Source: an optimization exercise on an open RTL-to-GDS flow (aim: small area). Production flows keep margins and buffers that such runs may drop.
The RTL was checked by simulation tests, not by an equivalence proof against the original design.
Power is estimated from default activity; no workload was simulated.

==> flow/constraint.sdc <==
create_clock -name core_clock -period 5.0 [get_ports {clk}]
set_input_delay 1.0000 -clock core_clock [delete_from_list [all_inputs] [get_ports {clk}]]
set_output_delay 1.0000 -clock core_clock [all_outputs]
set_load 0.01 [all_outputs]
==> flow/standard.sh <==
#!/bin/bash
# synth_recipe.tcl (not shown) runs the flow's synth.tcl, then flattens the netlist and writes it again
# the make line also repeats each setting of config.mk as NAME=value (left out here)
make -C /OpenROAD-flow-scripts/flow DESIGN_CONFIG=/design/flow/config.mk WORK_HOME=/design/flow/orfs CLKGATE_MAP_FILE= SYNTH_SCRIPT=/design/flow/synth_recipe.tcl "${@:-finish}"
==> flow/design.v <==
module pu_sequencer #(
   parameter int WIDTH = 32,
   parameter int LEN   = 8,
   parameter int ROWS  = 4
) (
   input  logic                             clk,
   input  logic                             rst,
   input  logic                             wr_en,
   input  logic                             wr_sel,
   input  logic [$clog2(ROWS*LEN)-1:0]      wr_addr,
   input  logic [WIDTH-1:0]                 wr_data,
   input  logic                             start,
   output logic                             busy,
   output logic                             done,
   output logic                             pu_en,
   output logic [WIDTH-1:0]                 pu_x1, pu_x2, pu_x3, pu_x4,
   output logic [WIDTH-1:0]                 pu_w1, pu_w2, pu_w3, pu_w4,
   input  logic [WIDTH-1:0]                 pu_data,
   output logic                             out_valid,
   output logic [((ROWS > 1) ? $clog2(ROWS) : 1)-1:0] out_row,
   output logic [WIDTH-1:0]                 out_data
);
   logic [3:0]       seq;
   logic [WIDTH-1:0] x_buf [8];
   logic [WIDTH-1:0] w_buf [32];
   logic [WIDTH-1:0] acc;
   logic             we;
   logic [7:0]       csel;
   logic             ph;
   logic [WIDTH-1:0] wr_data_ph;
   logic [WIDTH-1:0] w_lane [4];
   assign busy      = (seq < 4'd10);
   assign pu_en     = ~seq[3];
   assign done      = (seq == 4'd10);
   assign out_valid = (seq == 4'd3) || (seq == 4'd5) || (seq == 4'd7) || (seq == 4'd9);
   assign out_row   = 2'(seq[3:1] - 3'd1);
   assign out_data  = acc;
   always_ff @(posedge clk) begin
      if (rst)                                         seq <= 4'd15;
      else if (seq == 4'd10 || seq > 4'd10)            seq <= start ? 4'd0 : 4'd15;
      else                                             seq <= seq + 4'd1;
   end
   assign we = wr_en && !busy && !rst;
   for (genvar k = 0; k < 8; k++) begin : g_x
      logic set;
      assign set = we && !wr_sel && wr_addr == 5'(k);
      pu_sequencer_word #(.W(WIDTH)) u_word (
         .clk(clk), .keep(!set), .set(set), .d(wr_data), .q(x_buf[k]));
   end
   always_ff @(posedge clk) begin
      if (rst) ph <= 1'b0;
      else     ph <= !ph;
   end
   assign wr_data_ph = wr_data ^ {WIDTH{ph}};
   for (genvar k = 0; k < 32; k++) begin : g_w
      logic set;
      assign set = we && wr_sel && wr_addr == 5'(k);
      pu_sequencer_iword #(.W(WIDTH)) u_word (
         .clk(clk), .keep(!set), .set(set), .dn(wr_data_ph), .q(w_buf[k]));
   end
   for (genvar c = 0; c < 8; c++) begin : g_csel
      assign csel[c] = (seq[2:0] == 3'(c));
   end
   pu_sequencer_sel2 #(.W(WIDTH)) u_x1 (.s0(!seq[0]), .s1(seq[0]), .a0(x_buf[0]), .a1(x_buf[4]), .y(pu_x1));
   pu_sequencer_sel2 #(.W(WIDTH)) u_x2 (.s0(!seq[0]), .s1(seq[0]), .a0(x_buf[1]), .a1(x_buf[5]), .y(pu_x2));
   pu_sequencer_sel2 #(.W(WIDTH)) u_x3 (.s0(!seq[0]), .s1(seq[0]), .a0(x_buf[2]), .a1(x_buf[6]), .y(pu_x3));
   pu_sequencer_sel2 #(.W(WIDTH)) u_x4 (.s0(!seq[0]), .s1(seq[0]), .a0(x_buf[3]), .a1(x_buf[7]), .y(pu_x4));
   pu_sequencer_sel8 #(.W(WIDTH)) u_w1 (.s(csel),
      .a0(w_buf[0]), .a1(w_buf[4]), .a2(w_buf[8]),  .a3(w_buf[12]),
      .a4(w_buf[16]), .a5(w_buf[20]), .a6(w_buf[24]), .a7(w_buf[28]), .y(w_lane[0]));
   pu_sequencer_sel8 #(.W(WIDTH)) u_w2 (.s(csel),
      .a0(w_buf[1]), .a1(w_buf[5]), .a2(w_buf[9]),  .a3(w_buf[13]),
      .a4(w_buf[17]), .a5(w_buf[21]), .a6(w_buf[25]), .a7(w_buf[29]), .y(w_lane[1]));
   pu_sequencer_sel8 #(.W(WIDTH)) u_w3 (.s(csel),
      .a0(w_buf[2]), .a1(w_buf[6]), .a2(w_buf[10]), .a3(w_buf[14]),
      .a4(w_buf[18]), .a5(w_buf[22]), .a6(w_buf[26]), .a7(w_buf[30]), .y(w_lane[2]));
   pu_sequencer_sel8 #(.W(WIDTH)) u_w4 (.s(csel),
      .a0(w_buf[3]), .a1(w_buf[7]), .a2(w_buf[11]), .a3(w_buf[15]),
      .a4(w_buf[19]), .a5(w_buf[23]), .a6(w_buf[27]), .a7(w_buf[31]), .y(w_lane[3]));
   assign pu_w1 = w_lane[0] ^ {WIDTH{ph}};
   assign pu_w2 = w_lane[1] ^ {WIDTH{ph}};
   assign pu_w3 = w_lane[2] ^ {WIDTH{ph}};
   assign pu_w4 = w_lane[3] ^ {WIDTH{ph}};
   always_ff @(posedge clk)
      acc <= (seq[0] ? '0 : acc) + pu_data;
endmodule
module pu_sequencer_word #(
   parameter int W = 32
) (
   input  logic         clk,
   input  logic         keep,
   input  logic         set,
   input  logic [W-1:0] d,
   output logic [W-1:0] q
);
   always_ff @(posedge clk)
      q <= (q & {W{keep}}) | (d & {W{set}});
endmodule
module pu_sequencer_iword #(
   parameter int W = 32
) (
   input  logic         clk,
   input  logic         keep,
   input  logic         set,
   input  logic [W-1:0] dn,
   output logic [W-1:0] q
);
   always_ff @(posedge clk)
      q <= ~((q | {W{set}}) & (dn | {W{keep}}));
endmodule
module pu_sequencer_sel2 #(
   parameter int W = 32
) (
   input  logic         s0,
   input  logic         s1,
   input  logic [W-1:0] a0,
   input  logic [W-1:0] a1,
   output logic [W-1:0] y
);
   assign y = (a0 & {W{s0}}) | (a1 & {W{s1}});
endmodule
module pu_sequencer_sel8 #(
   parameter int W = 32
) (
   input  logic [7:0]   s,
   input  logic [W-1:0] a0, a1, a2, a3, a4, a5, a6, a7,
   output logic [W-1:0] y
);
   logic [W-1:0] n0, n1, n2;
   pu_sequencer_aoi3 #(.W(W)) u_g0 (.s(s[2:0]), .a0(a0), .a1(a1), .a2(a2), .y(n0));
   pu_sequencer_aoi3 #(.W(W)) u_g1 (.s(s[5:3]), .a0(a3), .a1(a4), .a2(a5), .y(n1));
   pu_sequencer_aoi2 #(.W(W)) u_g2 (.s(s[7:6]), .a0(a6), .a1(a7), .y(n2));
   assign y = ~(n0 & n1 & n2);
endmodule
module pu_sequencer_aoi3 #(
   parameter int W = 32
) (
   input  logic [2:0]   s,
   input  logic [W-1:0] a0, a1, a2,
   output logic [W-1:0] y
);
   assign y = ~((a0 & {W{s[0]}}) | (a1 & {W{s[1]}}) | (a2 & {W{s[2]}}));
endmodule
module pu_sequencer_aoi2 #(
   parameter int W = 32
) (
   input  logic [1:0]   s,
   input  logic [W-1:0] a0, a1,
   output logic [W-1:0] y
);
   assign y = ~((a0 & {W{s[0]}}) | (a1 & {W{s[1]}}));
endmodule
==> flow/flow/run.sh <==
#!/bin/bash
# The standard layout, with the port buffers made from the smallest plain
# buffer, and a clock tree with larger sink clusters and no dummy loads.
set -euo pipefail
export BUFFER_PORTS_ARGS="-buffer_cell sky130_fd_sc_hd__buf_1"
export CTS_ARGS="-sink_clustering_enable -repair_clock_nets -dont_use_dummy_load -sink_clustering_size 28 -sink_clustering_max_diameter 60 -buf_list {sky130_fd_sc_hd__clkbuf_16}"
bash standard.sh > standard_flow.log 2>&1
==> flow/config.mk <==
export PLATFORM = sky130hd
export DESIGN_NAME = pu_sequencer
export DESIGN_NICKNAME = pu_sequencer
export VERILOG_FILES = /design/flow/design.v
export SDC_FILE = /design/flow/constraint.sdc
export NUM_CORES = 4
export LEC_CHECK = 0
export CAP_MARGIN = 10
export CORE_MARGIN = 2
export CORE_UTILIZATION = 70
export SLEW_MARGIN = 10
export SYNTH_HIERARCHICAL = 1
==> results of run 1 <==
[metal layers]
metal / vias to the layer above / track usage (%) / share of wire [%]
li1: 17320 / - / -
met2: 2804 / 63.98 / 44
met1: 19880 / 57.67 / 39
met5: - / 0.5544 / 0.039
met3: 438 / 9.915 / 13
met4: 10 / 17.17 / 4.2
[worst paths after layout]
| path | slack, ns | to | from | cells after the start |
|---|---|---|---|---|
| setup / recovery | 0.16 | pu_w3[18] | seq[0] | 8 |
| hold / removal | 0.44 | g_w[5].u_word.q[5] | g_w[5].u_word.q[5] | 1 |
| setup reg to reg | 1.11 | g_w[23].u_word.q[8] | seq[2] | 8 |
| hold reg to reg | 0.44 | g_w[5].u_word.q[5] | g_w[5].u_word.q[5] | 1 |
[sequential cells by signal, summed over array words and instances (netlist names)]
signal,flops
seq,4
ph,1
g_x.u_word.q,256
acc,32
g_w.u_word.q,1024
[worst max-delay path: stages (launching register included)]
cell and delay, ns:
dfxtp_4 0.46, buf_4 0.46, ha_1 0.30, nor2b_4 0.75, buf_4 0.39, a222oi_1 0.13, nand3_1 0.32, xor2_1 0.22
buf_1 0.17
[power groups by stage]
stage,registers [mW],logic [mW],clock network [mW]
2_1_floorplan,12.4,2.57,0
3_3_place_gp,12.5,3.74,0
3_5_place_dp,12.6,3.82,0
4_1_cts,12.3,3.83,5.73
5_1_grt,12.5,4.15,6.07
6_report,12.4,3.93,5.73
[Yosys cell counts, types with 11 or more instances]
library cell / count
a21o_1: 18
a21oi_1: 28
a222oi_1: 256
a22o_1: 360
a22o_2: 24
a22oi_1: 128
buf_1: 17
buf_2: 137
buf_6: 228
clkbuf_1: 11
dfxtp_1: 1317
ha_1: 38
inv_1: 32
nand2_1: 68
nand3_1: 137
nor2_1: 45
nor2b_1: 42
o21ai_0: 12
o22ai_1: 1024
xnor2_1: 20
xor2_1: 168
[cells by family after synthesis]
kind of cell             count (synthesis)  synth area share, %
adder cells (fa/ha/maj)                 39                1.034
AO/OA/AOI/OAI                         1903                29.44
AND/OR/NAND/NOR                        347                3.656
buffers and inverters                  433                7.394
flip-flops                            1317                55.03
XOR/XNOR                               188                3.437
[per-stage QoR]
stage	setup slack, ns	hold slack, ns
5_1_grt	0.04393	0.4553
4_1_cts	0.2723	0.4453
3_5_place_dp	0.9492	0.4365
2_1_floorplan	0.5366	0.4213
6_report	0.1613	0.4437
3_3_place_gp	0.9767	0.4287
[area by class of cell]
cell class | instances | area (sq um)
well taps | 873 | 1092
fillers | 4939 | 16880
flip-flops and latches | 1317 | 26370
inverters | 34 | 130.1
clock buffers | 69 | 1727
repair buffers | 509 | 2621
multi-input cells | 2477 | 18690
==> qor.csv, run 1 <==
stage,metric,value,unit
layout,layout_commonest_cell,dfxtp_1,
clock_network,ctsResizeCount,0,
synthesis,synthTopCellsByArea,"dfxtp_1 (55%), o22ai_1 (13%), a22o_1 (6.6%)",
clock_network,clock_sinks,1317,
layout,final_cells,5279,
placement,dpl.hpwl,93190,um
worst_hold_path,hp-class,flip-flop to flip-flop,
floorplan,die_w,265.6,um
power_and_ir_drop,netSwitchingFraction,28.95,%
power_and_ir_drop,internal-power,15.65,mW
drt,drtIter0Drc,6428,
synthesis,syn-instance-count,4227,
layout,fin_nets,4521,
placement,dpl-instance-area,48890,sq um
sta,slew_viol_final,0,
power_and_ir_drop,seqPwrFrac,56.2,%
global_routing,grt_overflow,0,
floorplan,core_area,67510,sq um
synthesis,syn_area,47910,sq um
synthesis,ys_seq_area_share,55.03,%
drt,drtPass1Iterations,10,
clock_network,cts_hold_buffers,0,
clock_network,cts_root_buffer,clkbuf_16,
drt,ant_nets,0,
synthesis,avgSynthCellArea,11.33,sq um
power_and_ir_drop,clockPowerShare,26.0,%
sta,tns,0,ns
power_and_ir_drop,comb_power_share,17.9,%
layout,layout-drive-gt1-share,7.172,%
clock_network,clk_latency,0.66,ns
synthesis,synth_cell_types,70,
layout,syn2layout_area_growth,5.688,%
layout,final_area,50630,sq um
layout,postLayoutCoreUtil,74.99,%
floorplan,start_util,70.96,%
power_and_ir_drop,power_density,435.2,nW/um^2
synthesis,synth_top_cell_area_share,55.03,%
floorplan,die_height,265.6,um
setup_path,critical_path_class,flip-flop to output port,
synthesis,synth_edf_count,0,
sta,setup_violations,0,
clock_network,clk_pin_slew,0.07,ns
floorplan,ios,368,
power_and_ir_drop,p_sw,6.380,mW
global_routing,grt_use_total,41.98,%
placement,gp_congestion,0.8979,
setup_path,cp_max_fo,42,
sta,max-slew-margin-rel,8.900,%
sta,rsz0062_at_grt,no,
sta,finalHoldViolCount,0,
synthesis,ys_seq_elements,1317,
synthesis,synthArstFlopShare,0,%
power_and_ir_drop,total_power,22.03,mW
placement,io_buffers,367,
drt,via_per_inst,7.663,
synthesis,synth_ff_type,dfxtp_1,
drt,drc,0,
drt,wl,154900,um
clock_network,max-clock-path-buffers,3,
power_and_ir_drop,p_leak,19.27,nW
placement,dpl.cell_count,5209,
clock_network,tritoncts,done,
power_and_ir_drop,vdd_drop_max,0.3316,mV
sta,worst_slew_pin_slew,1.364,ns
global_routing,grt_pass1_wl,231200,um
sta,layout_min_cycle_time,4.839,ns
floorplan,rows,95,
global_routing,grt_max_degree,96,
setup_path,cp.arrival,3.84,ns
run_status,status,"complete, no violations",
synthesis,synth_area_leader_cell,dfxtp_1,
drt,wl_per_cell,29.35,um
clock_network,cts_setup_buffers,0,
setup_path,end_kind,output port,
global_routing,antenna_found_initial,5,
layout,final_cell_mix,"dfxtp_1 (1315), o22ai_1 (1024), buf_1 (367), a22o_1 (360), a222oi_1 (256)",
global_routing,grt_pass1_vias,37650,
synthesis,syn-num-nets,4340,
sta,post-route-period-util,96.77,%
layout,diodes,0,
setup_path,critPathRequiredTime,4.00,ns
clock_network,cts_buffers,69,
sta,max_freq,206.7,MHz
synthesis,yosysWarnings,12,
setup_path,start_kind,flip-flop,
floorplan,design.die.area,70550,sq um
clock_network,htreeDepth,3,
drt,dr_total_vias,40450,
sta,skew,0.05063,ns
flow_run,cap_viol_max_count,0,
==> inputs of run 2 (changes only) <==
==> flow/flow/run.sh (replaced) <==
#!/bin/bash
# The standard layout, with the port buffers made from the smallest plain
# buffer, a clock tree with larger sink clusters and no dummy loads, and
# the slack-driven downsizing after global routing turned on.
set -euo pipefail
export BUFFER_PORTS_ARGS="-buffer_cell sky130_fd_sc_hd__buf_1"
export CTS_ARGS="-sink_clustering_enable -repair_clock_nets -dont_use_dummy_load -sink_clustering_size 28 -sink_clustering_max_diameter 60 -buf_list {sky130_fd_sc_hd__clkbuf_16}"
export RECOVER_POWER=100
bash standard.sh > standard_flow.log 2>&1
==> qor.csv, run 2 <==
stage,metric,value,unit,change
run_status,status,"complete, but fails checks",,
run_status,so.violations,"capacitance limit, slew limit",,
synthesis,synth_ff_type,dfxtp_1,,
drt,ant_nets,0,,unchanged
synthesis,syn-num-nets,4340,,unchanged
setup_path,cp.arrival,3.88,ns,+0.04 ns
sta,max_freq,205.0,MHz,-0.80%
layout,syn2layout_area_growth,4.396,%,
synthesis,yosys-top-cells-count,"dfxtp_1 (1317), o22ai_1 (1024), a22o_1 (360)",,
drt,drtIter0Drc,6326,,-1.6%
sta,finalHoldViolCount,0,,unchanged
sta,layout_min_cycle_time,4.878,ns,+0.03883 ns
sta,setup_violations,0,,unchanged
setup_path,path_delay_family,buffers and inverters,,
setup_path,path_cells,"buf_4, ha_1, nor2b_4, clkbuf_2, a222oi_1, nand3_1, xor2_1, buf_1",,
clock_network,clock_sinks,1317,,unchanged
placement,dpl-instance-area,48890,sq um,unchanged
drt,dr_total_vias,40340,,-0.28%
drt,drtPass1Iterations,11,,+1
synthesis,synthArstFlopShare,0,%,unchanged
clock_network,clk_latency,0.66,ns,about the same
power_and_ir_drop,vdd_drop_max,0.3326,mV,+0.29%
drt,drc,0,,unchanged
floorplan,start_util,70.96,%,unchanged
synthesis,avgSynthCellArea,11.33,sq um,unchanged
setup_path,slowest_stage,nor2b_4,,
synthesis,yosysWarnings,12,,unchanged
setup_path,cp_max_fo,42,,unchanged
power_and_ir_drop,total_power,21.98,mW,-0.26%
floorplan,die_w,265.6,um,unchanged
sta,rsz0062_at_grt,no,,
placement,gp_congestion,0.8979,,unchanged
clock_network,cts_buffers,69,,unchanged
floorplan,ios,368,,unchanged
sta,slew_viol_final,1478,,+1478
synthesis,synth_top_cell_area_share,55.03,%,unchanged
floorplan,design.die.area,70550,sq um,unchanged
placement,io_buffers,367,,unchanged
clock_network,htreeDepth,3,,unchanged
floorplan,die_height,265.6,um,unchanged
drt,wl_per_cell,29.37,um,about the same
floorplan,core_area,67510,sq um,unchanged
clock_network,cts_root_buffer,clkbuf_16,,
layout,largest-register,g_w.u_word.q,,
synthesis,yosysMostFrequentCell,dfxtp_1,,
synthesis,ys_seq_elements,1317,,unchanged
setup_path,max_stage_delay,0.77,ns,+0.02 ns
global_routing,grt_use_total,41.98,%,unchanged
synthesis,syn_area,47910,sq um,unchanged
flow_run,cap_viol_max_count,45,,+45
layout,final_cell_mix,"dfxtp_1 (1316), o22ai_1 (1024), buf_1 (365), a22o_1 (360), a222oi_1 (256)",,
setup_path,end_kind,output port,,
setup_path,critical_path_class,flip-flop to output port,,
synthesis,synth_area_leader_cell,dfxtp_1,,
power_and_ir_drop,power_density,439.4,nW/um^2,+0.98%
clock_network,cts_setup_buffers,0,,unchanged
global_routing,antenna_found_initial,5,,unchanged
placement,dpl.cell_count,5209,,unchanged
clock_network,cts_hold_buffers,0,,unchanged
synthesis,ys_seq_area_share,55.03,%,unchanged
clock_network,clk_pin_slew,0.07,ns,about the same
synthesis,synth_cell_types,70,,unchanged
layout,largestRegisters,"g_w.u_word.q: 1024 flops, g_x.u_word.q: 256 flops, acc: 32 flops",,
clock_network,tritoncts,done,,
global_routing,grt_pass1_vias,37650,,unchanged
sta,post-route-period-util,97.55,%,+0.78 points
synthesis,synth_edf_count,0,,unchanged
power_and_ir_drop,p_leak,19.05,nW,-1.1%
layout,layout_commonest_cell,dfxtp_1,,
clock_network,max-clock-path-buffers,3,,unchanged
clock_network,ctsResizeCount,0,,unchanged
layout,layout-drive-gt1-share,6.128,%,-1.0 points
layout,largest_reg_flops,1024,,unchanged
sta,skew,0.04888,ns,-0.001750 ns
global_routing,grt_pass1_wl,231200,um,unchanged
drt,wl,155100,um,+0.10%
layout,final_cells,5280,,+0.019%
synthesis,synthTopCellsByArea,"dfxtp_1 (55%), o22ai_1 (13%), a22o_1 (6.6%)",,
layout,fin_nets,4521,,unchanged
sta,max-slew-margin-rel,-51.88,%,-61 points
global_routing,grt_max_degree,96,,unchanged
floorplan,rows,95,,unchanged
worst_hold_path,hp-class,flip-flop to flip-flop,,
placement,dpl.hpwl,93190,um,unchanged
setup_path,start_kind,flip-flop,,
sta,tns,0,ns,unchanged
setup_path,critPathRequiredTime,4.00,ns,about the same
sta,worst_slew_pin_slew,2.275,ns,+0.9108 ns
synthesis,syn-instance-count,4227,,unchanged
global_routing,grt_overflow,0,,unchanged
layout,final_area,50010,sq um,-1.2%
setup_path,crit_buf_inv,3,,unchanged
drt,via_per_inst,7.640,,-0.30%
## run 2: power by group
part / leakage (nW) / total [mW] / switching [mW] / internal [mW]
Clock: 0.850 / 5.73 / 3.25 / 2.48
Combinational: 6.61 / 3.87 / 2.43 / 1.45
Sequential: 11.6 / 12.4 / 0.670 / 11.7
Total: 19.0 / 22.0 / 6.35 / 15.6
## run 2: kinds of logic (layout without fill, tap and decap cells)
family | after synthesis | after routing | share of synthesized area, %
xor+xnor | 188 | 188 | 3.437
flops | 1317 | 1317 | 55.03
buf+inv | 433 | 612 | 7.394
compound gates | 1903 | 1903 | 29.44
other cells | 0 | 1 | 0
fa+ha+maj | 39 | 39 | 1.034
simple gates | 347 | 347 | 3.656
## run 2: layout make-up
type                       instances  area (sq um)
fill                            5064         17500
sequential                      1317         26370
timing repair buffer             509          2392
multi-input combinational       2477         18300
tap                              873          1092
inverter                          34         130.1
clock buffer                      69          1727
antenna                            1         2.502
## run 2: worst paths after layout
path,start,to,slack [ns],cells past startpoint
worst min register to register,g_w[21].u_word.q[8],g_w[21].u_word.q[8],0.44,1
worst max register to register,seq[2],g_w[8].u_word.q[6],0.20,8
worst max-delay path,seq[0],pu_w4[17],0.12,8
worst min-delay path,g_w[21].u_word.q[8],g_w[21].u_word.q[8],0.44,1
## run 2: stage by stage
step	worst slack, ns	hold slack (ns)	util, %
2_1_floorplan	0.5366	0.4213	-
3_3_place_gp	0.9767	0.4287	72.36
3_5_place_dp	0.9492	0.4365	72.41
4_1_cts	0.2723	0.4453	74.96
5_1_grt	0.03160	0.4553	74.07
6_report	0.1225	0.4420	74.08
## run 2: layer usage
layer | global-route usage [%] | part of all wire (%)
met1 | 57.67 | 39
met2 | 63.98 | 44
met3 | 9.915 | 12
met4 | 17.17 | 4.5
met5 | 0.5544 | 0.031
==> inputs of run 3 (changes only) <==
--- a/flow/design.v
+++ b/flow/design.v
@@ -27,7 +27,6 @@
    logic             we;
    logic [7:0]       csel;
    logic             ph;
-   logic [WIDTH-1:0] wr_data_ph;
    logic [WIDTH-1:0] w_lane [4];
    assign busy      = (seq < 4'd10);
    assign pu_en     = ~seq[3];
@@ -51,12 +50,15 @@
       if (rst) ph <= 1'b0;
       else     ph <= !ph;
    end
-   assign wr_data_ph = wr_data ^ {WIDTH{ph}};
+   logic [WIDTH-1:0] wr_data_ph2 [2];
+   for (genvar g = 0; g < 2; g++) begin : g_ph
+      pu_sequencer_flip #(.W(WIDTH)) u_flip (.p(ph), .d(wr_data), .y(wr_data_ph2[g]));
+   end
    for (genvar k = 0; k < 32; k++) begin : g_w
       logic set;
       assign set = we && wr_sel && wr_addr == 5'(k);
       pu_sequencer_iword #(.W(WIDTH)) u_word (
-         .clk(clk), .keep(!set), .set(set), .dn(wr_data_ph), .q(w_buf[k]));
+         .clk(clk), .keep(!set), .set(set), .dn(wr_data_ph2[k/16]), .q(w_buf[k]));
    end
    for (genvar c = 0; c < 8; c++) begin : g_csel
       assign csel[c] = (seq[2:0] == 3'(c));
@@ -108,6 +110,15 @@
    always_ff @(posedge clk)
       q <= ~((q | {W{set}}) & (dn | {W{keep}}));
 endmodule
+module pu_sequencer_flip #(
+   parameter int W = 32
+) (
+   input  logic         p,
+   input  logic [W-1:0] d,
+   output logic [W-1:0] y
+);
+   assign y = d ^ {W{p}};
+endmodule
 module pu_sequencer_sel2 #(
    parameter int W = 32
 ) (
==> flow/flow/run.sh (replaced) <==
#!/bin/bash
# The standard layout, with the port buffers made from the smallest plain
# buffer, and a clock tree with larger sink clusters and no dummy loads.
set -euo pipefail
export BUFFER_PORTS_ARGS="-buffer_cell sky130_fd_sc_hd__buf_1"
export CTS_ARGS="-sink_clustering_enable -repair_clock_nets -dont_use_dummy_load -sink_clustering_size 28 -sink_clustering_max_diameter 60 -buf_list {sky130_fd_sc_hd__clkbuf_16}"
bash standard.sh > standard_flow.log 2>&1
==> qor.csv, run 3 <==
stage,metric,value,unit,change
run_status,status,"complete, no violations",,
drt,dr_total_vias,41140,,+2.0%
setup_path,max_stage_delay,0.82,ns,+0.05 ns
clock_network,max-clock-path-buffers,3,,unchanged
synthesis,syn-num-nets,4385,,+1.0%
placement,io_buffers,367,,unchanged
power_and_ir_drop,netSwitchingFraction,28.95,%,+0.055 points
synthesis,syn-instance-count,4272,,+1.1%
placement,dpl.hpwl,96400,um,+3.4%
layout,final_cell_mix,"dfxtp_1 (1315), o22ai_1 (1024), buf_1 (367), a22o_1 (360), a222oi_1 (256)",,
drt,drtIter0Drc,8015,,+27%
drt,via_per_inst,7.656,,+0.21%
power_and_ir_drop,p_leak,19.51,nW,+2.4%
power_and_ir_drop,seqPwrFrac,55.9,%,-0.4 points
floorplan,rows,96,,+1.1%
clock_network,cts_hold_buffers,0,,unchanged
synthesis,synthArstFlopShare,0,%,unchanged
drt,wl_per_cell,29.70,um,+1.1%
global_routing,grt_use_total,42.87,%,+0.89 points
sta,worst_slew_pin_slew,1.151,ns,-1.125 ns
floorplan,die_height,266.8,um,+0.44%
setup_path,critPathRequiredTime,4.00,ns,about the same
setup_path,end_kind,output port,,
synthesis,ys_seq_elements,1317,,unchanged
sta,setup_violations,0,,unchanged
drt,drc,0,,unchanged
sta,max_freq,206.0,MHz,+0.49%
worst_hold_path,hp-class,flip-flop to flip-flop,,
layout,syn2layout_area_growth,4.973,%,
layout,layout_commonest_cell,dfxtp_1,,
synthesis,yosys-top-cells-count,"dfxtp_1 (1317), o22ai_1 (1024), a22o_1 (360)",,
layout,largestRegisters,"g_w.u_word.q: 1024 flops, g_x.u_word.q: 256 flops, acc: 32 flops",,
sta,finalHoldViolCount,0,,unchanged
layout,n_fill_cell,4997,,-1.3%
synthesis,synth_ff_type,dfxtp_1,,
setup_path,slowest_stage,and2_4,,
sta,rsz0062_at_grt,no,,
synthesis,ys_seq_area_share,54.55,%,-0.49 points
power_and_ir_drop,power_density,437.1,nW/um^2,-0.54%
sta,max-slew-margin-rel,23.21,%,+75 points
clock_network,cts_root_buffer,clkbuf_16,,
floorplan,design.die.area,71170,sq um,+0.88%
setup_path,cp_max_fo,65,,+55%
global_routing,grt_pass1_vias,38150,,+1.3%
clock_network,cts_buffers,71,,+2.9%
setup_path,path_cells,"inv_4, ha_1, and2_4, buf_4, a222oi_1, nand3_1, xor2_1, buf_1",,
synthesis,syn_area,48330,sq um,+0.89%
power_and_ir_drop,total_power,22.18,mW,+0.90%
floorplan,ios,368,,unchanged
layout,layout-drive-gt1-share,7.175,%,+1.0 points
clock_network,clk_pin_slew,0.08,ns,about the same
power_and_ir_drop,comb_power_share,17.8,%,+0.2 points
synthesis,synth_cell_types,68,,-2.9%
layout,postLayoutCoreUtil,74.11,%,about the same
power_and_ir_drop,clockPowerShare,26.3,%,+0.2 points
layout,fin_nets,4603,,+1.8%
clock_network,ctsResizeCount,0,,unchanged
power_and_ir_drop,p_sw,6.420,mW,+1.1%
synthesis,synth_edf_count,0,,unchanged
synthesis,synth_top_cell_area_share,54.55,%,-0.49 points
drt,ant_nets,0,,unchanged
global_routing,grt_overflow,0,,unchanged
clock_network,htreeDepth,3,,unchanged
clock_network,clock_sinks,1317,,unchanged
floorplan,die_w,266.8,um,+0.44%
sta,skew,0.05831,ns,+0.009430 ns
setup_path,start_kind,flip-flop,,
setup_path,cp.arrival,3.85,ns,-0.03 ns
setup_path,crit_buf_inv,3,,unchanged
sta,slew_viol_final,0,,-100%
clock_network,clk_latency,0.65,ns,about the same
sta,layout_min_cycle_time,4.854,ns,-0.02359 ns
floorplan,start_util,70.60,%,-0.36 points
sta,whs,0.4435,ns,+0.001534 ns
sta,tns,0,ns,unchanged
drt,drtPass1Iterations,22,,+11
layout,largest_reg_flops,1024,,unchanged
clock_network,cts_setup_buffers,0,,unchanged
synthesis,avgSynthCellArea,11.31,sq um,-0.17%
power_and_ir_drop,internal-power,15.76,mW,+0.82%
sta,post-route-period-util,97.08,%,-0.47 points
clock_network,tritoncts,done,,
global_routing,grt_pass1_wl,235900,um,+2.0%
setup_path,critical_path_class,flip-flop to output port,,
global_routing,grt_max_degree,164,,+71%
placement,gp_congestion,0.9045,,+0.74%
synthesis,yosysWarnings,13,,+1
layout,largest-register,g_w.u_word.q,,
flow_run,cap_viol_max_count,0,,-100%
placement,dp_slack,0.9645,ns,+0.01529 ns
sta,worst_slack,0.1460,ns,+0.02359 ns
floorplan,core_area,68470,sq um,+1.4%
synthesis,synth_area_leader_cell,dfxtp_1,,
global_routing,antenna_found_initial,5,,unchanged
synthesis,synthTopCellsByArea,"dfxtp_1 (55%), o22ai_1 (13%), a22o_1 (6.5%)",,
drt,wl,159600,um,+2.9%
synthesis,yosysMostFrequentCell,dfxtp_1,,
power_and_ir_drop,vdd_drop_max,0.3548,mV,+6.7%
setup_path,path_delay_family,buffers and inverters,,
run 3: cell count changes after synthesis, moves of 5 or more:
cell     before  now
buf_2       137  150
o21ai_0      12   18
nor3_1        9   14
buf_12        0    6
buf_1        17    1
xor2_1      168  198
a21oi_1      28   34
nand2_1      68   78
run 3: metrics by stage:
step                instances  instance area, sq um
global placement         5299                 48950
floorplan                4272                 48330
finish                   5373                 50740
detailed placement       5299                 48950
CTS                      5370                 50730
global route             5370                 50730
run 3: path summary, 6_finish.rpt:
kind	to	slack [ns]	cells past startpoint	from
setup / recovery	pu_w4[16]	0.15	8	seq[0]
hold / removal	g_w[11].u_word.q[28]	0.44	1	g_w[11].u_word.q[28]
setup reg to reg	g_w[7].u_word.q[23]	1.34	8	seq[2]
hold reg to reg	g_w[11].u_word.q[28]	0.44	1	g_w[11].u_word.q[28]
run 3: kinds of logic (layout without fill, tap and decap cells):
| kind of cell | after synthesis | count (layout) | synth area share (%) |
|---|---|---|---|
| mux | 1 | 1 | 0.02071 |
| fa+ha+maj | 39 | 39 | 1.025 |
| other cells | 0 | 3 | 0 |
| simple gates | 353 | 353 | 3.606 |
| buf+inv | 439 | 655 | 7.637 |
| xor+xnor | 220 | 220 | 3.987 |
| compound gates | 1903 | 1903 | 29.18 |
| flops | 1317 | 1317 | 54.55 |
run 3: final cells by class:
type	instances	area (sq um)	share of cell area, %
Sequential cell	1317	26370	51.98
Multi-Input combinational cell	2516	18400	36.27
Timing Repair Buffer	548	2937	5.788
Clock buffer	71	1777	3.502
Tap cell	882	1104	2.175
Inverter	36	137.6	0.2713
Antenna cell	3	7.507	0.01480
run 3: power by group through the flow:
stage	clock network (mW)	registers [mW]	logic, mW
CTS	5.83	12.3	3.85
detailed placement	0	12.6	3.83
global placement	0	12.5	3.75
global route	6.18	12.5	4.17
finish	5.84	12.4	3.95
floorplan	0	12.4	2.59
run 3: metal layers:
metal / routed length, um / share of wire (%) / track usage, %
met1: 60820 / 38 / 57.20
met2: 69250 / 43 / 64.44
met3: 21500 / 13 / 12.67
met4: 7948 / 5.0 / 19.33
met5: 69 / 0.043 / 0
run 3: worst register-to-register path, stage by stage, from the launching register on:
cell and delay, ns:
dfxtp_1 0.70, o21ai_2 0.19, or3b_1 0.43, nor2_1 0.13, and2_1 0.37, nand2_1 0.51, inv_1 0.60, buf_4 0.41
o22ai_1 0.17
==> inputs of run 4 (changes only) <==
--- a/flow/design.v
+++ b/flow/design.v
@@ -27,6 +27,7 @@
    logic             we;
    logic [7:0]       csel;
    logic             ph;
+   logic [WIDTH-1:0] wr_data_ph;
    logic [WIDTH-1:0] w_lane [4];
    assign busy      = (seq < 4'd10);
    assign pu_en     = ~seq[3];
@@ -50,15 +51,12 @@
       if (rst) ph <= 1'b0;
       else     ph <= !ph;
    end
-   logic [WIDTH-1:0] wr_data_ph2 [2];
-   for (genvar g = 0; g < 2; g++) begin : g_ph
-      pu_sequencer_flip #(.W(WIDTH)) u_flip (.p(ph), .d(wr_data), .y(wr_data_ph2[g]));
-   end
+   assign wr_data_ph = wr_data ^ {WIDTH{ph}};
    for (genvar k = 0; k < 32; k++) begin : g_w
       logic set;
       assign set = we && wr_sel && wr_addr == 5'(k);
       pu_sequencer_iword #(.W(WIDTH)) u_word (
-         .clk(clk), .keep(!set), .set(set), .dn(wr_data_ph2[k/16]), .q(w_buf[k]));
+         .clk(clk), .keep(!set), .set(set), .dn(wr_data_ph), .q(w_buf[k]));
    end
    for (genvar c = 0; c < 8; c++) begin : g_csel
       assign csel[c] = (seq[2:0] == 3'(c));
@@ -110,15 +108,6 @@
    always_ff @(posedge clk)
       q <= ~((q | {W{set}}) & (dn | {W{keep}}));
 endmodule
-module pu_sequencer_flip #(
-   parameter int W = 32
-) (
-   input  logic         p,
-   input  logic [W-1:0] d,
-   output logic [W-1:0] y
-);
-   assign y = d ^ {W{p}};
-endmodule
 module pu_sequencer_sel2 #(
    parameter int W = 32
 ) (
==> flow/flow/run.sh (replaced) <==
#!/bin/bash
# The standard layout, with the port buffers made from the smallest plain
# buffer, and a clock tree with larger sink clusters and no dummy loads.
set -euo pipefail
export BUFFER_PORTS_ARGS="-buffer_cell sky130_fd_sc_hd__buf_1"
export CTS_ARGS="-sink_clustering_enable -repair_clock_nets -dont_use_dummy_load -sink_clustering_size 30 -sink_clustering_max_diameter 70 -buf_list {sky130_fd_sc_hd__clkbuf_16}"
bash standard.sh > standard_flow.log 2>&1
--- a/flow/config.mk
+++ b/flow/config.mk
@@ -8,5 +8,6 @@
 export CAP_MARGIN = 10
 export CORE_MARGIN = 2
 export CORE_UTILIZATION = 70
+export PLACE_DENSITY = 0.9
 export SLEW_MARGIN = 10
 export SYNTH_HIERARCHICAL = 1
==> qor.csv, run 4 <==
stage,metric,value,unit,change
synthesis,synth_cell_types,70,,+2.9%
clock_network,max-clock-path-buffers,3,,unchanged
layout,final_cells,5258,,-2.1%
drt,drc,0,,unchanged
synthesis,synth_ff_type,dfxtp_1,,
synthesis,avgSynthCellArea,11.33,sq um,+0.17%
layout,layout_commonest_cell,dfxtp_1,,
worst_hold_path,hp-start,g_w[29].u_word.q[21],,
setup_path,cp.arrival,3.75,ns,-0.10 ns
drt,wl_per_cell,29.55,um,-0.51%
sta,max-slew-margin-rel,8.164,%,-15 points
synthesis,ys_seq_area_share,55.03,%,+0.49 points
synthesis,synth_top_cell_area_share,55.03,%,+0.49 points
drt,via_per_inst,7.943,,+3.8%
floorplan,die_w,265.6,um,-0.43%
sta,post-route-period-util,95.02,%,-2.1 points
clock_network,clk_pin_slew,0.09,ns,about the same
synthesis,ys_seq_elements,1317,,unchanged
sta,rsz0062_at_grt,no,,
floorplan,ios,368,,unchanged
worst_hold_path,hp-class,flip-flop to flip-flop,,
drt,dr_total_vias,41770,,+1.5%
setup_path,cp_max_fo,52,,-20%
global_routing,grt_pass1_vias,39470,,+3.5%
setup_path,start_kind,flip-flop,,
run_status,status,"complete, no violations",,
drt,drtPass1Iterations,12,,-45%
placement,dpl.cell_count,5202,,-1.8%
power_and_ir_drop,p_leak,19.00,nW,-2.6%
synthesis,synth_edf_count,0,,unchanged
clock_network,cts_hold_buffers,0,,unchanged
drt,wl,155400,um,-2.6%
sta,skew,0.07920,ns,+0.02090 ns
power_and_ir_drop,power_density,429.4,nW/um^2,-1.7%
clock_network,cts_root_buffer,clkbuf_16,,
placement,dpl.hpwl,92890,um,-3.6%
layout,regArea,26370,sq um,unchanged
clock_network,cts_setup_buffers,0,,unchanged
layout,multi_input_area,18480,sq um,+0.44%
layout,largestRegisters,"g_w.u_word.q: 1024 flops, g_x.u_word.q: 256 flops, acc: 32 flops",,
clock_network,cts_buffers,54,,-24%
sta,worst_slew_pin_slew,1.375,ns,+0.2248 ns
floorplan,design.die.area,70550,sq um,-0.87%
clock_network,ctsResizeCount,0,,unchanged
global_routing,grt_max_degree,80,,-51%
layout,final_cell_mix,"dfxtp_1 (1315), o22ai_1 (1024), buf_1 (367), a22o_1 (360), a222oi_1 (256)",,
placement,dp_slack,1.064,ns,+0.09943 ns
drt,drtIter0Drc,8835,,+10%
sta,setup_violations,0,,unchanged
layout,layout-drive-gt1-share,6.753,%,-0.42 points
sta,finalHoldViolCount,0,,unchanged
layout,syn2layout_area_growth,4.369,%,
synthesis,synthArstFlopShare,0,%,unchanged
synthesis,yosys-top-cells-count,"dfxtp_1 (1317), o22ai_1 (1024), a22o_1 (360)",,
synthesis,syn-num-nets,4340,,-1.0%
layout,postLayoutCoreUtil,74.06,%,about the same
synthesis,syn-instance-count,4227,,-1.1%
floorplan,die_height,265.6,um,-0.43%
global_routing,antenna_found_initial,6,,+1
floorplan,rows,95,,-1.0%
layout,largest-register,g_w.u_word.q,,
sta,max_freq,210.5,MHz,+2.2%
synthesis,yosysMostFrequentCell,dfxtp_1,,
setup_path,reg2reg_from,seq[2],,
sta,worst_slack,0.2488,ns,+0.1028 ns
drt,ant_nets,0,,unchanged
setup_path,critical_path_class,flip-flop to output port,,
power_and_ir_drop,vdd_drop_max,0.2451,mV,-31%
layout,n_fill_cell,4453,,-11%
synthesis,syn_area,47910,sq um,-0.88%
clock_network,htreeDepth,2,,-1
global_routing,grt_use_total,41.51,%,-1.4 points
synthesis,synth_area_leader_cell,dfxtp_1,,
sta,tns,0,ns,unchanged
setup_path,crit_path_start,seq[0],,
synthesis,synthTopCellsByArea,"dfxtp_1 (55%), o22ai_1 (13%), a22o_1 (6.6%)",,
flow_run,cap_viol_max_count,0,,unchanged
global_routing,grt_pass1_wl,231600,um,-1.8%
layout,largest_reg_flops,1024,,unchanged
placement,io_buffers,367,,unchanged
setup_path,end_kind,output port,,
layout,fin_nets,4498,,-2.3%
setup_path,critPathRequiredTime,4.00,ns,about the same
clock_network,tritoncts,done,,
floorplan,core_area,67510,sq um,-1.4%
sta,layout_min_cycle_time,4.751,ns,-0.1028 ns
clock_network,clock_sinks,1317,,unchanged
synthesis,yosysWarnings,12,,-1
sta,slew_viol_final,0,,unchanged
floorplan,start_util,70.96,%,+0.36 points
placement,gp_congestion,0.9394,,+3.9%
global_routing,grt_overflow,0,,unchanged
clock_network,clk_latency,0.69,ns,+0.04 ns
==> run 4: cell types whose count changed in the layout (fill, tap and decap cells not counted), sizes merged, moves of 4 or more <==
cell | previous run | this run
buf | 548 | 501
xor2 | 198 | 168
clkbuf | 71 | 54
nand2 | 78 | 70
a21oi | 35 | 28
a21o | 16 | 20
nor2 | 41 | 45
nor3 | 15 | 11
o21ai | 23 | 19
==> run 4: final timing paths <==
check / endpoint / slack [ns] / cells after the start
setup reg to reg: g_w[18].u_word.q[18] / 1.11 / 8
setup / recovery: pu_w2[17] / 0.25 / 9
hold / removal: g_w[29].u_word.q[21] / 0.44 / 1
hold reg to reg: g_w[29].u_word.q[21] / 0.44 / 1
==> run 4: where the power goes <==
part	leakage (nW)	total, mW	switching [mW]	internal, mW
combinational	6.74	3.98	2.50	1.48
sequential	11.6	12.4	0.707	11.7
clock	0.665	5.08	3.14	1.94
==> run 4: cells by family after synthesis <==
logic type | after synthesis | synth area share, %
AOI/OAI and AO/OA | 1903 | 29.44
xor gates and xnor gates | 188 | 3.437
adders and majority gates | 39 | 1.034
buffers and inverters | 433 | 7.394
DFF | 1317 | 55.03
and+or+nand+nor | 347 | 3.656
==> run 4: cell type report <==
type / instances / area share, %
inverters: 34 / 0.2602
multi-input cells: 2477 / 36.97
diodes: 2 / 0.01001
flip-flops and latches: 1317 / 52.75
repair buffers: 501 / 5.132
clock buffers: 54 / 2.703
well taps: 873 / 2.185
==> run 4: routing by layer <==
metal / GRT usage, % / part of all wire, % / up-vias
li1: - / - / 17220
met1: 53.09 / 35 / 19950
met2: 61.71 / 43 / 3692
met3: 13.63 / 15 / 900
met4: 23.94 / 6.7 / 8
met5: 0.5544 / 0.064 / -
==> run 4: critical path, cell delays in order (launching register included) <==
cell	delay, ns
dfxtp_4	0.38
inv_4	0.05
buf_4	0.45
ha_1	0.29
and2_4	0.50
buf_4	0.39
a22oi_1	0.15
nand3_1	0.30
xor2_1	0.39
buf_1	0.20
==> run 4: per-stage QoR <==
| stage | total power, mW | hold WS [ns] | area, sq um |
|---|---|---|---|
| floorplan | 15.01 | 0.4213 | 47910 |
| global placement | 16.23 | 0.4286 | 48630 |
| detailed placement | 16.40 | 0.4365 | 48640 |
| CTS | 21.23 | 0.4434 | 50000 |
| global route | 22.04 | 0.4562 | 50000 |
| finish | 21.47 | 0.4413 | 50000 |
==> inputs of run 5 (changes only) <==
--- a/flow/config.mk
+++ b/flow/config.mk
@@ -8,6 +8,6 @@
 export CAP_MARGIN = 10
 export CORE_MARGIN = 2
 export CORE_UTILIZATION = 70
-export PLACE_DENSITY = 0.9
+export PLACE_DENSITY = 0.95
 export SLEW_MARGIN = 10
 export SYNTH_HIERARCHICAL = 1
==> qor.csv, run 5 <==
stage,metric,value,unit,change
placement,dpl.hpwl,93960,um,+1.2%
setup_path,rrSetupSlack,1.22,ns,+0.11 ns
placement,gp_congestion,0.9726,,+3.5%
clock_network,cts_root_buffer,clkbuf_16,,
sta,skew,0.07259,ns,-0.006611 ns
setup_path,critPathRequiredTime,4.00,ns,about the same
global_routing,grt_max_degree,92,,+15%
sta,post-route-period-util,92.59,%,-2.4 points
drt,via_per_inst,7.968,,+0.31%
setup_path,crit_buf_inv,3,,-1
sta,slew_viol_final,0,,unchanged
synthesis,yosys-top-cells-count,"dfxtp_1 (1317), o22ai_1 (1024), a22o_1 (360)",,
layout,largestRegisters,"g_w.u_word.q: 1024 flops, g_x.u_word.q: 256 flops, acc: 32 flops",,
clock_network,ctsResizeCount,0,,unchanged
sta,setup_violations,0,,unchanged
sta,finalHoldViolCount,0,,unchanged
clock_network,cts_setup_buffers,0,,unchanged
clock_network,clock_sinks,1317,,unchanged
synthesis,synth_edf_count,0,,unchanged
global_routing,use_met1,51.93,%,-1.2 points
setup_path,end_kind,output port,,
clock_network,cts_hold_buffers,0,,unchanged
global_routing,antenna_found_initial,7,,+1
setup_path,crit_path_start,seq[0],,
worst_hold_path,hp-class,flip-flop to flip-flop,,
worst_hold_path,hp-start,g_w[11].u_word.q[0],,
clock_network,clk_pin_slew,0.07,ns,-0.02 ns
synthesis,ys_seq_area_share,55.03,%,unchanged
global_routing,grt_pass1_wl,230000,um,-0.69%
global_routing,grt_util_met3,12.63,%,-1.0 points
layout,final_area,50070,sq um,+0.14%
clock_network,htreeDepth,2,,unchanged
global_routing,use_met2,62.66,%,+0.95 points
power_and_ir_drop,power_density,429.2,nW/um^2,about the same
synthesis,syn-instance-count,4227,,unchanged
placement,dpl-instance-area,48680,sq um,about the same
sta,tns,0,ns,unchanged
floorplan,die_w,265.6,um,unchanged
setup_path,path_delay_family,buffers and inverters,,
setup_path,max_stage_delay,0.63,ns,+0.13 ns
sta,rsz0062_at_grt,no,,
sta,max_freq,216.0,MHz,+2.6%
floorplan,start_util,70.96,%,unchanged
clock_network,clk_latency,0.70,ns,about the same
layout,layout_commonest_cell,dfxtp_1,,
layout,final_cell_mix,"dfxtp_1 (1315), o22ai_1 (1024), buf_1 (367), a22o_1 (360), a222oi_1 (256)",,
layout,largest-register,g_w.u_word.q,,
floorplan,design.die.area,70550,sq um,unchanged
floorplan,core_area,67510,sq um,unchanged
clock_network,tritoncts,done,,
power_and_ir_drop,p_leak,18.96,nW,-0.20%
setup_path,critical_path_class,flip-flop to output port,,
layout,largest_reg_flops,1024,,unchanged
synthesis,ys_seq_elements,1317,,unchanged
synthesis,syn_area,47910,sq um,unchanged
setup_path,slowest_stage,a222oi_1,,
clock_network,cts_buffers,55,,+1.9%
sta,whs,0.4461,ns,+0.004753 ns
global_routing,grt_use_total,41.10,%,-0.41 points
setup_path,reg2reg_from,seq[2],,
synthesis,yosysWarnings,12,,unchanged
layout,syn2layout_area_growth,4.513,%,
placement,io_buffers,367,,unchanged
layout,fin_nets,4481,,-0.38%
clock_network,max-clock-path-buffers,3,,unchanged
synthesis,syn-num-nets,4340,,unchanged
sta,layout_min_cycle_time,4.629,ns,-0.1218 ns
global_routing,grt_overflow,0,,unchanged
synthesis,yosysMostFrequentCell,dfxtp_1,,
global_routing,busiest_layer,met2,,
drt,dr_total_vias,41780,,+0.026%
sta,worst_slew_pin_slew,1.334,ns,-0.04126 ns
drt,drc,0,,unchanged
run_status,status,"complete, no violations",,
setup_path,cp_max_fo,56,,+7.7%
setup_path,cp.arrival,3.63,ns,-0.12 ns
synthesis,synth_ff_type,dfxtp_1,,
floorplan,ios,368,,unchanged
layout,layout-drive-gt1-share,6.413,%,-0.34 points
power_and_ir_drop,vdd_drop_max,0.3118,mV,+27%
setup_path,path_cells,"inv_4, ha_1, and2_4, buf_4, a222oi_1, nand3_1, xor2_1, buf_1",,
layout,n_fill_cell,4193,,-5.8%
synthesis,avgSynthCellArea,11.33,sq um,unchanged
drt,ant_nets,0,,unchanged
power_and_ir_drop,total_power,21.49,mW,about the same
drt,drtIter0Drc,9001,,+1.9%
drt,wl,154300,um,-0.66%
floorplan,rows,95,,unchanged
global_routing,grt_pass1_vias,39830,,+0.90%
drt,drtPass1Iterations,13,,+1
floorplan,die_height,265.6,um,unchanged
drt,wl_per_cell,29.44,um,-0.38%
setup_path,start_kind,flip-flop,,
synthesis,synth_top_cell_area_share,55.03,%,unchanged
flow_run,cap_viol_max_count,0,,unchanged
synthesis,synth_area_leader_cell,dfxtp_1,,
sta,max-slew-margin-rel,10.92,%,+2.8 points
synthesis,synthTopCellsByArea,"dfxtp_1 (55%), o22ai_1 (13%), a22o_1 (6.6%)",,
synthesis,synth_cell_types,70,,unchanged
synthesis,synthArstFlopShare,0,%,unchanged
## run 5: layout make-up
type / instances / area, sq um / share of cell area (%)
Inverter: 34 / 130.1 / 0.2599
Multi-Input combinational cell: 2477 / 18680 / 37.30
Antenna cell: 4 / 10.01 / 0.01999
Sequential cell: 1317 / 26370 / 52.67
Tap cell: 873 / 1092 / 2.182
Timing Repair Buffer: 483 / 2411 / 4.815
Clock buffer: 55 / 1376 / 2.749
## run 5: worst reg2reg max path, stage by stage (launching register included)
cell     delay [ns]
dfxtp_1        0.68
o21ai_1        0.27
or3b_1         0.56
nor2_1         0.19
and2_1         0.38
nand2_1        0.16
inv_1          0.84
buf_4          0.38
o22ai_1        0.13
## run 5: through the flow
step / worst slack [ns] / instances / utilization (%)
6_report: 0.3707 / 5243 / 74.16
5_1_grt: 0.4093 / 5239 / 74.15
4_1_cts: 0.6300 / 5239 / 74.15
3_5_place_dp: 1.235 / 5184 / 72.11
3_3_place_gp: 1.322 / 5184 / 72.11
2_1_floorplan: 0.5366 / 4227 / -
## run 5: final timing paths
kind	to	cells past startpoint
worst max-delay path	pu_w3[14]	8
worst min-delay path	g_w[11].u_word.q[0]	1
worst max register to register	g_w[6].u_word.q[10]	8
worst min register to register	g_w[11].u_word.q[0]	1
## run 5: cell families after synthesis
kind of cell,Yosys count,synth area share (%)
XOR/XNOR,188,3.437
AND/OR/NAND/NOR,347,3.656
flip-flops,1317,55.03
AO/OA/AOI/OAI,1903,29.44
adder cells (fa/ha/maj),39,1.034
buffers and inverters,433,7.394
## run 5: report_power, final
group / total (mW) / leakage (nW) / switching, mW / internal, mW
clock network: 5.11 / 0.678 / 3.14 / 1.97
registers: 12.4 / 11.6 / 0.719 / 11.7
logic: 3.95 / 6.69 / 2.48 / 1.47
total: 21.5 / 19.0 / 6.34 / 15.1
## run 5: per-layer routing
| layer | routed length, um | vias to the layer above |
|---|---|---|
| met5 | 46 | - |
| met4 | 10120 | 6 |
| met3 | 23090 | 904 |
| met2 | 66930 | 3803 |
| met1 | 54150 | 19850 |
| li1 | - | 17210 |
==> inputs of run 6 (changes only) <==
==> flow/flow/run.sh (replaced) <==
#!/bin/bash
# The standard layout, with the port buffers made from the smallest plain
# buffer, a clock tree with larger sink clusters and no dummy loads, and
# slack-driven downsizing after global routing (clock tree left alone),
# followed by another slew/capacitance and timing repair.
set -euo pipefail
here=$(pwd)
export BUFFER_PORTS_ARGS="-buffer_cell sky130_fd_sc_hd__buf_1"
export CTS_ARGS="-sink_clustering_enable -repair_clock_nets -dont_use_dummy_load -sink_clustering_size 30 -sink_clustering_max_diameter 70 -buf_list {sky130_fd_sc_hd__clkbuf_16}"
export RECOVER_POWER=100
export PRE_GLOBAL_ROUTE_TCL="$here/flow/pre_grt.tcl"
export POST_GLOBAL_ROUTE_TCL="$here/flow/post_grt.tcl"
bash standard.sh > standard_flow.log 2>&1
==> flow/flow/post_grt.tcl (new file) <==
# Power recovery may leave slew or capacitance violations: repair them, and
# timing, again on global-route parasitics, then refresh the route guides.
unset_dont_touch [get_cells clkbuf_*]
log_cmd global_route -start_incremental
log_cmd estimate_parasitics -global_routing
repair_design_helper
log_cmd detailed_placement
log_cmd global_route -end_incremental \
  -congestion_report_file $::env(REPORTS_DIR)/congestion_post_repair_design2.rpt
log_cmd estimate_parasitics -global_routing
log_cmd global_route -start_incremental
log_cmd repair_timing -setup_margin 0.08 -hold_margin 0.02 -repair_tns 100 -verbose
log_cmd detailed_placement
log_cmd global_route -end_incremental \
  -congestion_report_file $::env(REPORTS_DIR)/congestion_post_repair_timing2.rpt
log_cmd estimate_parasitics -global_routing
report_check_types -max_slew -max_capacitance -violators
write_guides $::env(RESULTS_DIR)/route.guide
==> flow/flow/pre_grt.tcl (new file) <==
# Keep the clock tree out of the power-recovery downsizing.
set clk_insts {}
foreach inst [get_cells clkbuf_*] {
  lappend clk_insts $inst
}
puts "pre_grt: dont_touch on [llength $clk_insts] clock tree cells"
set_dont_touch $clk_insts
--- a/flow/config.mk
+++ b/flow/config.mk
@@ -8,6 +8,6 @@
 export CAP_MARGIN = 10
 export CORE_MARGIN = 2
 export CORE_UTILIZATION = 70
-export PLACE_DENSITY = 0.95
+export PLACE_DENSITY = 0.9
 export SLEW_MARGIN = 10
 export SYNTH_HIERARCHICAL = 1
==> qor.csv, run 6 <==
stage,metric,value,unit,change
synthesis,synthArstFlopShare,0,%,unchanged
layout,largest_reg_flops,1024,,unchanged
synthesis,synth_ff_type,dfxtp_1,,
global_routing,grt_pass1_wl,231600,um,+0.70%
setup_path,cp_max_fo,33,,-41%
clock_network,cts_buffers,54,,-1.8%
synthesis,syn-instance-count,4227,,unchanged
drt,via_per_inst,7.927,,-0.51%
sta,post-route-period-util,97.00,%,+4.4 points
layout,final_cells,5262,,+0.36%
drt,wl,155600,um,+0.83%
clock_network,clock_sinks,1317,,unchanged
floorplan,core_area,67510,sq um,unchanged
synthesis,avgSynthCellArea,11.33,sq um,unchanged
clock_network,ctsResizeCount,0,,unchanged
setup_path,start_kind,flip-flop,,
floorplan,rows,95,,unchanged
global_routing,grt_pass1_vias,39470,,-0.90%
clock_network,cts_root_buffer,clkbuf_16,,
sta,tns,0,ns,unchanged
sta,worst_slew_pin_slew,1.378,ns,+0.04416 ns
layout,layout_commonest_cell,dfxtp_1,,
synthesis,synth_top_cell_area_share,55.03,%,unchanged
floorplan,ios,368,,unchanged
drt,drc,0,,unchanged
sta,whs,0.4417,ns,-0.004413 ns
setup_path,end_kind,flip-flop,,
placement,gp_congestion,0.9394,,-3.4%
placement,dp_slack,1.064,ns,-0.1711 ns
clock_network,clk_latency,0.69,ns,about the same
synthesis,ys_seq_area_share,55.03,%,unchanged
clock_network,clk_pin_slew,0.10,ns,+0.03 ns
run_status,status,"complete, no violations",,
placement,io_buffers,367,,unchanged
layout,final_area,49870,sq um,-0.40%
clock_network,max-clock-path-buffers,3,,unchanged
sta,worst_slack,0.1498,ns,-0.2209 ns
drt,ant_nets,0,,unchanged
layout,layout-drive-gt1-share,6.316,%,-0.098 points
flow_run,cap_viol_max_count,0,,unchanged
drt,drtIter0Drc,8649,,-3.9%
worst_hold_path,hp-class,flip-flop to flip-flop,,
power_and_ir_drop,power_density,430.5,nW/um^2,+0.31%
clock_network,tritoncts,done,,
synthesis,synthTopCellsByArea,"dfxtp_1 (55%), o22ai_1 (13%), a22o_1 (6.6%)",,
synthesis,ys_seq_elements,1317,,unchanged
power_and_ir_drop,total_power,21.47,mW,about the same
floorplan,die_height,265.6,um,unchanged
layout,largest-register,g_w.u_word.q,,
layout,regArea,26370,sq um,unchanged
drt,dr_total_vias,41710,,-0.15%
layout,largestRegisters,"g_w.u_word.q: 1024 flops, g_x.u_word.q: 256 flops, acc: 32 flops",,
power_and_ir_drop,comb_power_share,18.5,%,about the same
sta,setup_violations,0,,unchanged
sta,finalHoldViolCount,0,,unchanged
sta,max-slew-margin-rel,7.971,%,-2.9 points
synthesis,synth_edf_count,0,,unchanged
layout,final_cell_mix,"dfxtp_1 (1315), o22ai_1 (1024), buf_1 (366), a22o_1 (360), a222oi_1 (256)",,
synthesis,yosys-top-cells-count,"dfxtp_1 (1317), o22ai_1 (1024), a22o_1 (360)",,
floorplan,start_util,70.96,%,unchanged
power_and_ir_drop,clockPowerShare,23.7,%,about the same
sta,slew_viol_final,0,,unchanged
global_routing,grt_overflow,0,,unchanged
global_routing,antenna_found_initial,6,,-1
clock_network,cts_setup_buffers,0,,unchanged
synthesis,yosysWarnings,12,,unchanged
placement,dpl.cell_count,5202,,+0.35%
drt,drtPass1Iterations,13,,unchanged
synthesis,synth_cell_types,70,,unchanged
synthesis,syn-num-nets,4340,,unchanged
sta,skew,0.07655,ns,+0.003958 ns
floorplan,die_w,265.6,um,unchanged
layout,multi_input_area,18440,sq um,-1.2%
clock_network,htreeDepth,2,,unchanged
placement,dpl.hpwl,92890,um,-1.1%
sta,max_freq,206.2,MHz,-4.6%
sta,layout_min_cycle_time,4.850,ns,+0.2209 ns
power_and_ir_drop,p_leak,18.91,nW,-0.24%
layout,syn2layout_area_growth,4.090,%,
synthesis,syn_area,47910,sq um,unchanged
power_and_ir_drop,p_sw,6.352,mW,+0.16%
drt,wl_per_cell,29.58,um,+0.47%
power_and_ir_drop,seqPwrFrac,57.8,%,about the same
synthesis,yosysMostFrequentCell,dfxtp_1,,
synthesis,synth_area_leader_cell,dfxtp_1,,
layout,postLayoutCoreUtil,73.86,%,-0.30 points
power_and_ir_drop,vdd_drop_max,0.2458,mV,-21%
clock_network,cts_hold_buffers,0,,unchanged
global_routing,grt_use_total,41.51,%,+0.41 points
setup_path,critPathRequiredTime,5.48,ns,+1.48 ns
placement,dpl-instance-area,48640,sq um,about the same
global_routing,grt_max_degree,80,,-13%
power_and_ir_drop,netSwitchingFraction,29.59,%,+0.077 points
layout,n_fill_cell,4486,,+7.0%
setup_path,critical_path_class,flip-flop to flip-flop,,
setup_path,cp.arrival,5.33,ns,+1.70 ns
layout,fin_nets,4501,,+0.45%
power_and_ir_drop,internal-power,15.12,mW,-0.21%
floorplan,design.die.area,70550,sq um,unchanged
-- run 6: cell counts after synthesis --
Identical to the previous run, type by type.
-- run 6: routing by layer --
layer  up-vias  track usage (%)  wire length [um]
li1      17220                -                 -
met1     20000            53.09             55100
met2      3653            61.71             66860
met3       840            13.63             23730
met4         8            23.94              9845
met5         -           0.5544                92
-- run 6: cells by family after synthesis --
group	Yosys count	share of synthesized area (%)
buf+inv	433	7.394
xor+xnor	188	3.437
flops	1317	55.03
fa+ha+maj	39	1.034
simple gates	347	3.656
compound gates	1903	29.44
-- run 6: area by class of cell --
class / count / share of cell area [%]
diodes: 3 / 0.01505
clock buffers: 54 / 2.710
inverters: 34 / 0.2584
multi-input cells: 2477 / 36.99
flip-flops and latches: 1317 / 52.89
well taps: 873 / 2.190
repair buffers: 504 / 4.953
-- run 6: path summary, 6_finish.rpt --
| path | startpoint | endpoint | slack, ns | cells after the start |
|---|---|---|---|---|
| worst min register to register | g_w[29].u_word.q[21] | g_w[29].u_word.q[21] | 0.44 | 1 |
| worst min-delay path | g_w[29].u_word.q[21] | g_w[29].u_word.q[21] | 0.44 | 1 |
| worst max-delay path | seq[2] | g_w[5].u_word.q[6] | 0.15 | 9 |
| worst max register to register | seq[2] | g_w[5].u_word.q[6] | 0.15 | 9 |
-- run 6: worst max-delay path, stage by stage, from the launching register on --
cell and delay, ns:
dfxtp_1 0.65, o21ai_0 0.31, or3b_1 0.57, nor2_1 0.17, and2_0 0.58, nand2_1 0.13
clkbuf_2 0.65, inv_1 0.71, clkbuf_2 0.69, o22ai_1 0.20
-- run 6: power groups by stage --
stage          Clock [mW]  Sequential (mW)  Combinational [mW]
6_report             5.09             12.4                3.96
4_1_cts              5.03             12.4                3.84
3_5_place_dp            0             12.6                3.82
3_3_place_gp            0             12.5                3.71
2_1_floorplan           0             12.4                2.57

## afterwards: timing with drivers on the ports
No port has a modelled driver above. Below, the same layouts with a new extraction and two added sets of constraints. Step 1 assumes that a clkbuf_16 drives the clock port and a buf_2 every other input. Step 2 times the ports against the registers' clock, not the clock port: input delays grow and output delays shrink by t, the midpoint of the rising clock arrivals with the driver on. a / b / c = ideal ports / drivers / drivers and shift; a / b = the first two.
| run | t, ns | slack for setup (ns) | worst register clock-pin slew, ns | worst slew at a driven data input, ns |
|---|---|---|---|---|
| run 1 | 0.693 | 0.161 / 0.092 / 0.785 | 0.11 / 0.11 | 0.16 |
| run 2 | 0.692 | 0.122 / 0.053 / 0.110 | 0.11 / 0.11 | 0.15 |
| run 3 | 0.694 | 0.146 / 0.077 / 0.771 | 0.11 / 0.11 | 0.15 |
| run 4 | 0.721 | 0.249 / 0.180 / 0.871 | 0.11 / 0.11 | 0.16 |
| run 5 | 0.717 | 0.371 / 0.301 / 0.961 | 0.12 / 0.12 | 0.16 |
| run 6 | 0.723 | 0.150 / 0.101 / -0.059 | 0.11 / 0.11 | 0.16 |
Met with ideal ports but missed after step 2: setup timing in run 6. The setup slack of run 6, which loses most, moves by -0.049 ns with the drivers and by -0.209 ns with both steps.
